Background: an optimization exercise with open tools, aiming at small area, a short achievable clock period and few clock cycles. Do not read the settings as production practice.
RTL that was checked went through simulation tests only; none was proved equivalent to the original.

Design dehaze_top, start of the top module:
module dehaze_top (
    input  logic        clk,
    input  logic        rst,
    input  logic        in_req,
    output logic        in_ack,
    input  logic [23:0] in_pix,      
    output logic        out_req,
    input  logic        out_ack,
    output logic [23:0] out_pix,     
    output logic        out_last
);
==> module dehaze_top, before the edit <==
module dehaze_top (
    input  logic        clk,
    input  logic        rst,
    input  logic        in_req,
    output logic        in_ack,
    input  logic [23:0] in_pix,      
    output logic        out_req,
    input  logic        out_ack,
    output logic [23:0] out_pix,     
    output logic        out_last
);
    logic        i_full;            
    logic [23:0] ipix;
    logic [23:0] ch [0:8];          
    logic [5:0]  cnt;               
    logic [3:0]  nold;              
    logic        oraw;              
    logic        ordy;              
    logic        pin;               
    logic        pdr;               
    logic [6:0]  gain;
    logic [7:0]  vm [0:7];          
    logic [7:0]  v3p;               
    logic [7:0]  pmin;              
    function automatic logic lt8(input logic [7:0] a, input logic [7:0] b);
        lt8 = 1'b0;
        for (int i = 0; i < 8; i++) lt8 = (~a[i] & b[i]) | (~(a[i] & ~b[i]) & lt8);
    endfunction
    function automatic logic [7:0] min2(input logic [7:0] a, input logic [7:0] b);
        min2 = lt8(a, b) ? a : b;
    endfunction
    function automatic logic [7:0] min3(input logic [23:0] p);
        logic rg, rb, gb;
        rg = lt8(p[23:16], p[15:8]);
        rb = lt8(p[23:16], p[7:0]);
        gb = lt8(p[15:8], p[7:0]);
        min3 = (rg && rb) ? p[23:16] : (!rg && gb) ? p[15:8] : p[7:0];
    endfunction
    function automatic logic [7:0] min3s(input logic [23:0] p);
        min3s = min2(min2(p[23:16], p[15:8]), p[7:0]);
    endfunction
    function automatic logic [7:0] recover(input logic [7:0] c, input logic [6:0] g);
        logic [7:0]  u;
        logic [13:0] s, k, pp, ns, nk;
        logic [14:0] p;
        u = ~c;
        s = {6'b0, u & {8{g[0]}}};
        k = 14'd0;
        for (int j = 1; j < 6; j++) begin
            pp = {6'b0, u & {8{g[j]}}} << j;
            ns = s ^ k ^ pp;
            nk = ((s & k) | (s & pp) | (k & pp)) << 1;
            s  = ns;
            k  = nk;
        end
        p = {1'b0, s + k} | (g[6] ? {1'b0, u, 6'b0} : 15'd0);
        recover = (|p[14:12]) ? 8'd0 : ~p[11:4];
    endfunction
    logic [7:0] m_new, m_up, v3, dark, pm_new, vm_new;
    logic [3:0] nnew;
    logic       out_free, do_in, do_drain, c8_valid, interior;
    assign m_new  = min3(ipix);
    assign m_up   = min3s(ch[7]);
    assign v3     = min2(vm[7], m_new);
    assign dark   = min2(pmin, v3);
    assign pm_new = min2(v3p, v3);
    assign vm_new = min2(m_up, m_new);
    assign nnew     = (cnt > 6'd8) ? 4'd9 : cnt[3:0];
    assign out_free = (!oraw && !ordy && !out_req) || (out_req && out_ack);
    assign do_in    = i_full && !pin && out_free;
    assign do_drain = !i_full && !pdr && (nold != 4'd0) && out_free;
    assign c8_valid = (nold != 4'd0) || (cnt > 6'd8);
    assign interior = (cnt[2:1] != 2'd0) && (cnt[5:4] != 2'd0);
    always_ff @(posedge clk or posedge rst) begin
        if (rst) begin
            i_full  <= 1'b0;
            in_ack  <= 1'b0;
            cnt     <= '0;
            nold    <= '0;
            oraw    <= 1'b0;
            ordy    <= 1'b0;
            out_req <= 1'b0;
            pin     <= 1'b0;
            pdr     <= 1'b0;
        end else begin
            if (in_req && !in_ack && (!i_full || pin)) begin
                i_full <= 1'b1;
                in_ack <= 1'b1;
            end else begin
                if (in_ack && !in_req) in_ack <= 1'b0;
                if (pin) i_full <= 1'b0;
            end
            pin <= do_in;
            pdr <= do_drain;
            if (pin) begin
                cnt <= cnt + 1'b1;
                if (cnt == 6'd63) nold <= 4'd9;
                else if (nold != 4'd0) nold <= nold - 1'b1;
            end else if (pdr) begin
                nold <= nold - 1'b1;
            end
            if (out_req && out_ack) out_req <= 1'b0;
            if ((oraw || ordy) && !out_ack) out_req <= 1'b1;
            ordy <= (oraw || ordy) && out_ack;
            oraw <= (do_in && c8_valid) || do_drain;
        end
    end
    always_ff @(posedge clk) begin
        if (!i_full || pin) ipix <= in_pix;
        if (pin) begin
            ch[0] <= ipix;
            vm[0] <= vm_new;
            for (int k = 1; k < 8; k++) vm[k] <= vm[k-1];
            v3p  <= v3;
            pmin <= pm_new;
        end
        for (int k = 1; k < 9; k++) begin
            if (pin || (pdr && nnew < 4'(k))) ch[k] <= ch[k-1];
        end
        gain <= interior ? dehaze_pkg::gain_lut(dark) : 7'd16;
        if (oraw) begin
            out_pix[23:16] <= recover(ch[8][23:16], gain);
            out_pix[15:8]  <= recover(ch[8][15:8], gain);
            out_pix[7:0]   <= recover(ch[8][7:0], gain);
            out_last       <= (nold == 4'd1);
        end
    end
endmodule
Settings: LEC_CHECK=0, ABC_AREA=1, CAP_MARGIN=50, CORE_MARGIN=2, CORE_UTILIZATION=70, CTS_CLUSTER_DIAMETER=100, CTS_CLUSTER_SIZE=30, SLEW_MARGIN=50; clock period 25.0 ns.
standard.sh (not shown) runs the stock make flow with config.mk's settings and CLKGATE_MAP_FILE= SYNTH_SCRIPT=/design/flow/synth_recipe.tcl, a recipe that flattens the netlist after the stock synthesis.
==> flow/flow/run.sh <==
#!/bin/bash
# Own flow: the standard synthesis, then the standard ORFS layout with the
# platform's delay cells kept out of buffering and resizing (they otherwise end
# up as port and wire buffers). Each step's output goes to its own log here.
set -euo pipefail
PLATFORM_DONT_USE="sky130_fd_sc_hd__probe_p_8 sky130_fd_sc_hd__probec_p_8 sky130_fd_sc_hd__lpflow_bleeder_1 sky130_fd_sc_hd__lpflow_clkbufkapwr_1 sky130_fd_sc_hd__lpflow_clkbufkapwr_16 sky130_fd_sc_hd__lpflow_clkbufkapwr_2 sky130_fd_sc_hd__lpflow_clkbufkapwr_4 sky130_fd_sc_hd__lpflow_clkbufkapwr_8 sky130_fd_sc_hd__lpflow_clkinvkapwr_1 sky130_fd_sc_hd__lpflow_clkinvkapwr_16 sky130_fd_sc_hd__lpflow_clkinvkapwr_2 sky130_fd_sc_hd__lpflow_clkinvkapwr_4 sky130_fd_sc_hd__lpflow_clkinvkapwr_8 sky130_fd_sc_hd__lpflow_decapkapwr_12 sky130_fd_sc_hd__lpflow_decapkapwr_3 sky130_fd_sc_hd__lpflow_decapkapwr_4 sky130_fd_sc_hd__lpflow_decapkapwr_6 sky130_fd_sc_hd__lpflow_decapkapwr_8 sky130_fd_sc_hd__lpflow_inputiso0n_1 sky130_fd_sc_hd__lpflow_inputiso0p_1 sky130_fd_sc_hd__lpflow_inputiso1n_1 sky130_fd_sc_hd__lpflow_inputiso1p_1 sky130_fd_sc_hd__lpflow_inputisolatch_1 sky130_fd_sc_hd__lpflow_isobufsrc_1 sky130_fd_sc_hd__lpflow_isobufsrc_16 sky130_fd_sc_hd__lpflow_isobufsrc_2 sky130_fd_sc_hd__lpflow_isobufsrc_4 sky130_fd_sc_hd__lpflow_isobufsrc_8 sky130_fd_sc_hd__lpflow_isobufsrckapwr_16 sky130_fd_sc_hd__lpflow_lsbuf_lh_hl_isowell_tap_1 sky130_fd_sc_hd__lpflow_lsbuf_lh_hl_isowell_tap_2 sky130_fd_sc_hd__lpflow_lsbuf_lh_hl_isowell_tap_4 sky130_fd_sc_hd__lpflow_lsbuf_lh_isowell_4 sky130_fd_sc_hd__lpflow_lsbuf_lh_isowell_tap_1 sky130_fd_sc_hd__lpflow_lsbuf_lh_isowell_tap_2 sky130_fd_sc_hd__lpflow_lsbuf_lh_isowell_tap_4"
DELAY_CELLS="sky130_fd_sc_hd__clkdlybuf4s15_1 sky130_fd_sc_hd__clkdlybuf4s15_2 sky130_fd_sc_hd__clkdlybuf4s18_1 sky130_fd_sc_hd__clkdlybuf4s18_2 sky130_fd_sc_hd__clkdlybuf4s25_1 sky130_fd_sc_hd__clkdlybuf4s25_2 sky130_fd_sc_hd__clkdlybuf4s50_1 sky130_fd_sc_hd__clkdlybuf4s50_2 sky130_fd_sc_hd__dlygate4sd1_1 sky130_fd_sc_hd__dlygate4sd2_1 sky130_fd_sc_hd__dlygate4sd3_1 sky130_fd_sc_hd__dlymetal6s2s_1 sky130_fd_sc_hd__dlymetal6s4s_1 sky130_fd_sc_hd__dlymetal6s6s_1"
bash standard.sh synth > synth.log 2>&1
bash standard.sh "DONT_USE_CELLS=$PLATFORM_DONT_USE $DELAY_CELLS" finish > layout.log 2>&1
test -s out/final.def
Testbench counts at the start, summed over its fixed seeds: cycles 8,352.
Rerun with:
--- a/flow/design.v
+++ b/flow/design.v
@@ -289,8 +289,20 @@
     logic [7:0]  v3p;               
     logic [7:0]  pmin;              
     function automatic logic lt8(input logic [7:0] a, input logic [7:0] b);
-        lt8 = 1'b0;
-        for (int i = 0; i < 8; i++) lt8 = (~a[i] & b[i]) | (~(a[i] & ~b[i]) & lt8);
+        logic [7:0] l, e;
+        logic [3:0] l2, e2;
+        logic [1:0] l4, e4;
+        l = ~a & b;
+        e = ~(a ^ b);
+        for (int i = 0; i < 4; i++) begin
+            l2[i] = l[2*i+1] | (e[2*i+1] & l[2*i]);
+            e2[i] = e[2*i+1] & e[2*i];
+        end
+        for (int i = 0; i < 2; i++) begin
+            l4[i] = l2[2*i+1] | (e2[2*i+1] & l2[2*i]);
+            e4[i] = e2[2*i+1] & e2[2*i];
+        end
+        lt8 = l4[1] | (e4[1] & l4[0]);
     endfunction
     function automatic logic [7:0] min2(input logic [7:0] a, input logic [7:0] b);
         min2 = lt8(a, b) ? a : b;
@@ -383,7 +395,7 @@
         for (int k = 1; k < 9; k++) begin
             if (pin || (pdr && nnew < 4'(k))) ch[k] <= ch[k-1];
         end
-        gain <= interior ? dehaze_pkg::gain_lut(dark) : 7'd16;
+        gain <= (i_full && interior) ? dehaze_pkg::gain_lut(dark) : 7'd16;
         if (oraw) begin
             out_pix[23:16] <= recover(ch[8][23:16], gain);
             out_pix[15:8]  <= recover(ch[8][15:8], gain);
- The new run passed the timing, design-rule and antenna checks
- final area goes up by a few percent
- routed wire length barely changes
- via count barely changes
- clock-buffer cell count is unchanged
- fmax goes down by a few percent
- synthesized cell count went down slightly
- die area rose slightly
No functional check of the RTL was part of the second run of this note.


## run 5
Another version of the RTL of dehaze_top (not shown whole).
Size in the first run: about 1,500 cells after synthesis, about 370 flip-flops, ~55 I/O pins, about 20,000 µm² of cells after synthesis.
==> module dehaze_top, before the edit <==
module dehaze_top (
    input  logic        clk,
    input  logic        rst,
    input  logic        in_req,
    output logic        in_ack,
    input  logic [23:0] in_pix,      
    output logic        out_req,
    input  logic        out_ack,
    output logic [23:0] out_pix,     
    output logic        out_last
);
    logic        i_full;            
    logic [23:0] ipix;
    logic [23:0] ch [0:8];          
    logic [5:0]  cnt;               
    logic [3:0]  nold;              
    logic        oraw;              
    logic        pin;               
    logic        pdr;               
    logic [6:0]  gain;
    logic [7:0]  vm [0:7];          
    logic [7:0]  v3p;               
    logic [7:0]  pmin;              
    function automatic logic [7:0] min2(input logic [7:0] a, input logic [7:0] b);
        min2 = (a < b) ? a : b;
    endfunction
    function automatic logic [7:0] min3(input logic [23:0] p);
        logic rg, rb, gb;
        rg = p[23:16] < p[15:8];
        rb = p[23:16] < p[7:0];
        gb = p[15:8]  < p[7:0];
        min3 = (rg && rb) ? p[23:16] : (!rg && gb) ? p[15:8] : p[7:0];
    endfunction
    function automatic logic [7:0] recover(input logic [7:0] c, input logic [6:0] g);
        logic [7:0]  u;
        logic [13:0] s, k, pp, ns, nk;
        logic [14:0] p;
        u = ~c;
        s = {6'b0, u & {8{g[0]}}};
        k = 14'd0;
        for (int j = 1; j < 6; j++) begin
            pp = {6'b0, u & {8{g[j]}}} << j;
            ns = s ^ k ^ pp;
            nk = ((s & k) | (s & pp) | (k & pp)) << 1;
            s  = ns;
            k  = nk;
        end
        p = {1'b0, s + k} | (g[6] ? {1'b0, u, 6'b0} : 15'd0);
        recover = (|p[14:12]) ? 8'd0 : ~p[11:4];
    endfunction
    logic [7:0] m_new, m_up, v3, dark, pm_new, vm_new;
    logic [3:0] nnew;
    logic       out_free, do_in, do_drain, c8_valid, interior;
    assign m_new  = min3(ipix);
    assign m_up   = min3(ch[7]);
    assign v3     = min2(vm[7], m_new);
    assign dark   = min2(min2(pmin, vm[7]), m_new);
    assign pm_new = min2(min2(v3p, vm[7]), m_new);
    assign vm_new = min2(m_up, m_new);
    assign nnew     = (cnt > 6'd8) ? 4'd9 : cnt[3:0];
    assign out_free = (!oraw && !out_req) || (out_req && out_ack);
    assign do_in    = i_full && !pin && out_free;
    assign do_drain = !i_full && !pdr && (nold != 4'd0) && out_free;
    assign c8_valid = (nold != 4'd0) || (cnt > 6'd8);
    assign interior = (cnt[2:1] != 2'd0) && (cnt[5:4] != 2'd0);
    always_ff @(posedge clk or posedge rst) begin
        if (rst) begin
            i_full  <= 1'b0;
            in_ack  <= 1'b0;
            cnt     <= '0;
            nold    <= '0;
            oraw    <= 1'b0;
            out_req <= 1'b0;
            pin     <= 1'b0;
            pdr     <= 1'b0;
        end else begin
            if (in_req && !in_ack && (!i_full || pin)) begin
                i_full <= 1'b1;
                in_ack <= 1'b1;
            end else begin
                if (in_ack && !in_req) in_ack <= 1'b0;
                if (pin) i_full <= 1'b0;
            end
            pin <= do_in;
            pdr <= do_drain;
            if (pin) begin
                cnt <= cnt + 1'b1;
                if (cnt == 6'd63) nold <= 4'd9;
                else if (nold != 4'd0) nold <= nold - 1'b1;
            end else if (pdr) begin
                nold <= nold - 1'b1;
            end
            if (out_req && out_ack) out_req <= 1'b0;
            if (oraw && !out_ack) begin
                oraw    <= 1'b0;
                out_req <= 1'b1;
            end
            if ((do_in && c8_valid) || do_drain) oraw <= 1'b1;
        end
    end
    always_ff @(posedge clk) begin
        if (!i_full || pin) ipix <= in_pix;
        if (pin) begin
            ch[0] <= ipix;
            vm[0] <= vm_new;
            for (int k = 1; k < 8; k++) vm[k] <= vm[k-1];
            v3p  <= v3;
            pmin <= pm_new;
        end
        for (int k = 1; k < 9; k++) begin
            if (pin || (pdr && nnew < 4'(k))) ch[k] <= ch[k-1];
        end
        if (do_in || do_drain) begin
            out_pix  <= ch[8];
            out_last <= (nold == 4'd1);
            gain     <= (do_in && interior) ? dehaze_pkg::gain_lut(dark) : 7'd16;
        end else if (oraw && !out_ack) begin
            out_pix[23:16] <= recover(out_pix[23:16], gain);
            out_pix[15:8]  <= recover(out_pix[15:8], gain);
            out_pix[7:0]   <= recover(out_pix[7:0], gain);
        end
    end
endmodule
Settings: LEC_CHECK=0, CAP_MARGIN=80, CORE_MARGIN=2, CORE_UTILIZATION=70, SLEW_MARGIN=80; clock period 25.0 ns.
run.sh (not shown) runs the stock make flow with config.mk's settings and CLKGATE_MAP_FILE= SYNTH_SCRIPT=/design/flow/synth_recipe.tcl, a recipe that flattens the netlist after the stock synthesis.
Stock flow here: none of the scripts above is used.
Run 5 | status: complete | timing, DRC, antenna: pass
> inputs changed (run 5 -> run 4)
-- flow/design.v --
<<< run 5, line 282
    logic [3:0]  nold;              
    logic        oraw;              
    logic        pin;               
    logic        pdr;               
    logic [6:0]  gain;
    logic [7:0]  vm [0:7];          
>>> run 4, line 282
    logic [3:0]  nold;              
    logic        oraw;              
    logic [6:0]  gain;
    logic [7:0]  vm [0:7];          
<<< run 5, line 315
        recover = (|p[14:12]) ? 8'd0 : ~p[11:4];
    endfunction
    logic [7:0] m_new, m_up, v3, dark, pm_new, vm_new;
    logic [3:0] nnew;
    logic       out_free, do_in, do_drain, c8_valid, interior;
>>> run 4, line 313
        recover = (|p[14:12]) ? 8'd0 : ~p[11:4];
    endfunction
    logic [7:0] m_new, m_up, v3, dark, vm_new;
    logic [3:0] nnew;
    logic       out_free, do_in, do_drain, c8_valid, interior;
<<< run 5, line 322
    assign v3     = min2(vm[7], m_new);
    assign dark   = min2(min2(pmin, vm[7]), m_new);
    assign pm_new = min2(min2(v3p, vm[7]), m_new);
    assign vm_new = min2(m_up, m_new);
    assign nnew     = (cnt > 6'd8) ? 4'd9 : cnt[3:0];
    assign out_free = (!oraw && !out_req) || (out_req && out_ack);
    assign do_in    = i_full && !pin && out_free;
    assign do_drain = !i_full && !pdr && (nold != 4'd0) && out_free;
    assign c8_valid = (nold != 4'd0) || (cnt > 6'd8);
    assign interior = (cnt[2:1] != 2'd0) && (cnt[5:4] != 2'd0);
>>> run 4, line 320
    assign v3     = min2(vm[7], m_new);
    assign dark   = min2(min2(pmin, vm[7]), m_new);
    assign vm_new = min2(m_up, m_new);
    logic [8:0] shift_ok;           
    assign nnew     = (cnt > 6'd8) ? 4'd9 : cnt[3:0];
    assign out_free = (!oraw && !out_req) || (out_req && out_ack);
    assign do_in    = i_full && out_free;
    assign do_drain = !i_full && (nold != 4'd0) && out_free;
    for (genvar k = 0; k < 9; k++) begin : g_ok
        assign shift_ok[k] = i_full || ((nold != 4'd0) && nnew < 4'(k));
    end
    assign c8_valid = (nold != 4'd0) || (cnt > 6'd8);
    assign interior = (cnt[2:1] != 2'd0) && (cnt[5:4] != 2'd0);
<<< run 5, line 338
            oraw    <= 1'b0;
            out_req <= 1'b0;
            pin     <= 1'b0;
            pdr     <= 1'b0;
        end else begin
            if (in_req && !in_ack && (!i_full || pin)) begin
                i_full <= 1'b1;
                in_ack <= 1'b1;
            end else begin
                if (in_ack && !in_req) in_ack <= 1'b0;
                if (pin) i_full <= 1'b0;
            end
            pin <= do_in;
            pdr <= do_drain;
            if (pin) begin
                cnt <= cnt + 1'b1;
                if (cnt == 6'd63) nold <= 4'd9;
                else if (nold != 4'd0) nold <= nold - 1'b1;
            end else if (pdr) begin
                nold <= nold - 1'b1;
            end
            if (out_req && out_ack) out_req <= 1'b0;
>>> run 4, line 339
            oraw    <= 1'b0;
            out_req <= 1'b0;
        end else begin
            if (in_req && !in_ack && !i_full) begin
                i_full <= 1'b1;
                in_ack <= 1'b1;
            end else if (in_ack && !in_req) begin
                in_ack <= 1'b0;
            end
            if (out_req && out_ack) out_req <= 1'b0;
<<< run 5, line 362
                out_req <= 1'b1;
            end
            if ((do_in && c8_valid) || do_drain) oraw <= 1'b1;
        end
    end
    always_ff @(posedge clk) begin
        if (!i_full || pin) ipix <= in_pix;
        if (pin) begin
            ch[0] <= ipix;
            vm[0] <= vm_new;
            for (int k = 1; k < 8; k++) vm[k] <= vm[k-1];
            v3p  <= v3;
            pmin <= pm_new;
        end
        for (int k = 1; k < 9; k++) begin
            if (pin || (pdr && nnew < 4'(k))) ch[k] <= ch[k-1];
        end
        if (do_in || do_drain) begin
>>> run 4, line 351
                out_req <= 1'b1;
            end
            if (do_in) begin
                i_full <= 1'b0;
                cnt    <= cnt + 1'b1;
                if (cnt == 6'd63) nold <= 4'd9;
                else if (nold != 4'd0) nold <= nold - 1'b1;
                if (c8_valid) oraw <= 1'b1;
            end else if (do_drain) begin
                nold <= nold - 1'b1;
                oraw <= 1'b1;
            end
        end
    end
    always_ff @(posedge clk) begin
        if (!i_full) ipix <= in_pix;
        if (do_in) begin
            ch[0] <= ipix;
            vm[0] <= vm_new;
            for (int k = 1; k < 8; k++) vm[k] <= vm[k-1];
            v3p  <= v3;
            pmin <= min2(v3p, v3);
        end
        for (int k = 1; k < 9; k++) begin
            if (shift_ok[k] && out_free) ch[k] <= ch[k-1];
        end
        if (do_in || do_drain) begin
==> comparison <==
Compared with run 5, run 4 degrades maximum frequency.
~same compound-cell area share of the yosys netlist in run 4 and run 5
Diff run 5 -> run 4: minimum clock period after layout increased by 1840 ps relative to the old numbers, filler cell count has decreased, number of non-clock inverters in the layout went up, initial core utilization barely changed, utilization after layout flat.
[compare] base=run 5 new=run 4: total routed wirelength +about 1.2%; sequential share of layout area +1.0 points; area of the core -750 µm².
On first-pass GRT wire length, run 4 does worse than run 5.
No functional check of the RTL was part of any run of this note.

==> what the ideal ports hide <==
How much do the figures lean on ideal ports? The routed layouts below were timed once more, with nothing changed but the port constraints. Step 1: set_driving_cell puts a clkbuf_16 on clk and a buf_2 on each other input, an assumption about the parent block. Step 2 adds t to the input delays and takes it off the output delays; t is the mean of the earliest and latest rising clock arrival at the registers after step 1. Input paths then give back, and output paths get back, about the clock's delay inside the block. Slacks: ideal ports / drivers / drivers and shift; pairs: ideal ports / drivers.
| run | shift t [ns] | slack for setup (ns) | clock arrival spread, ns | worst data-port slew with drivers (ns) |
|---|---|---|---|---|
| the first run of note 1 | 0.557 | 18.936 / 18.886 / 19.051 | 0.045 / 0.046 | 0.03 |
| the second run of note 1 | 0.567 | 18.806 / 18.806 / 18.806 | 0.026 / 0.026 | 0.03 |
| run 5 | 0.592 | 18.032 / 18.058 / 17.466 | 0.024 / 0.024 | 0.05 |
| run 4 | 0.581 | 16.189 / 16.197 / 15.616 | 0.025 / 0.026 | 0.11 |
After both steps setup and hold are still met in every run listed. The setup slack of run 4, which loses most, moves by +0.008 ns with the drivers and by -0.573 ns with both steps.
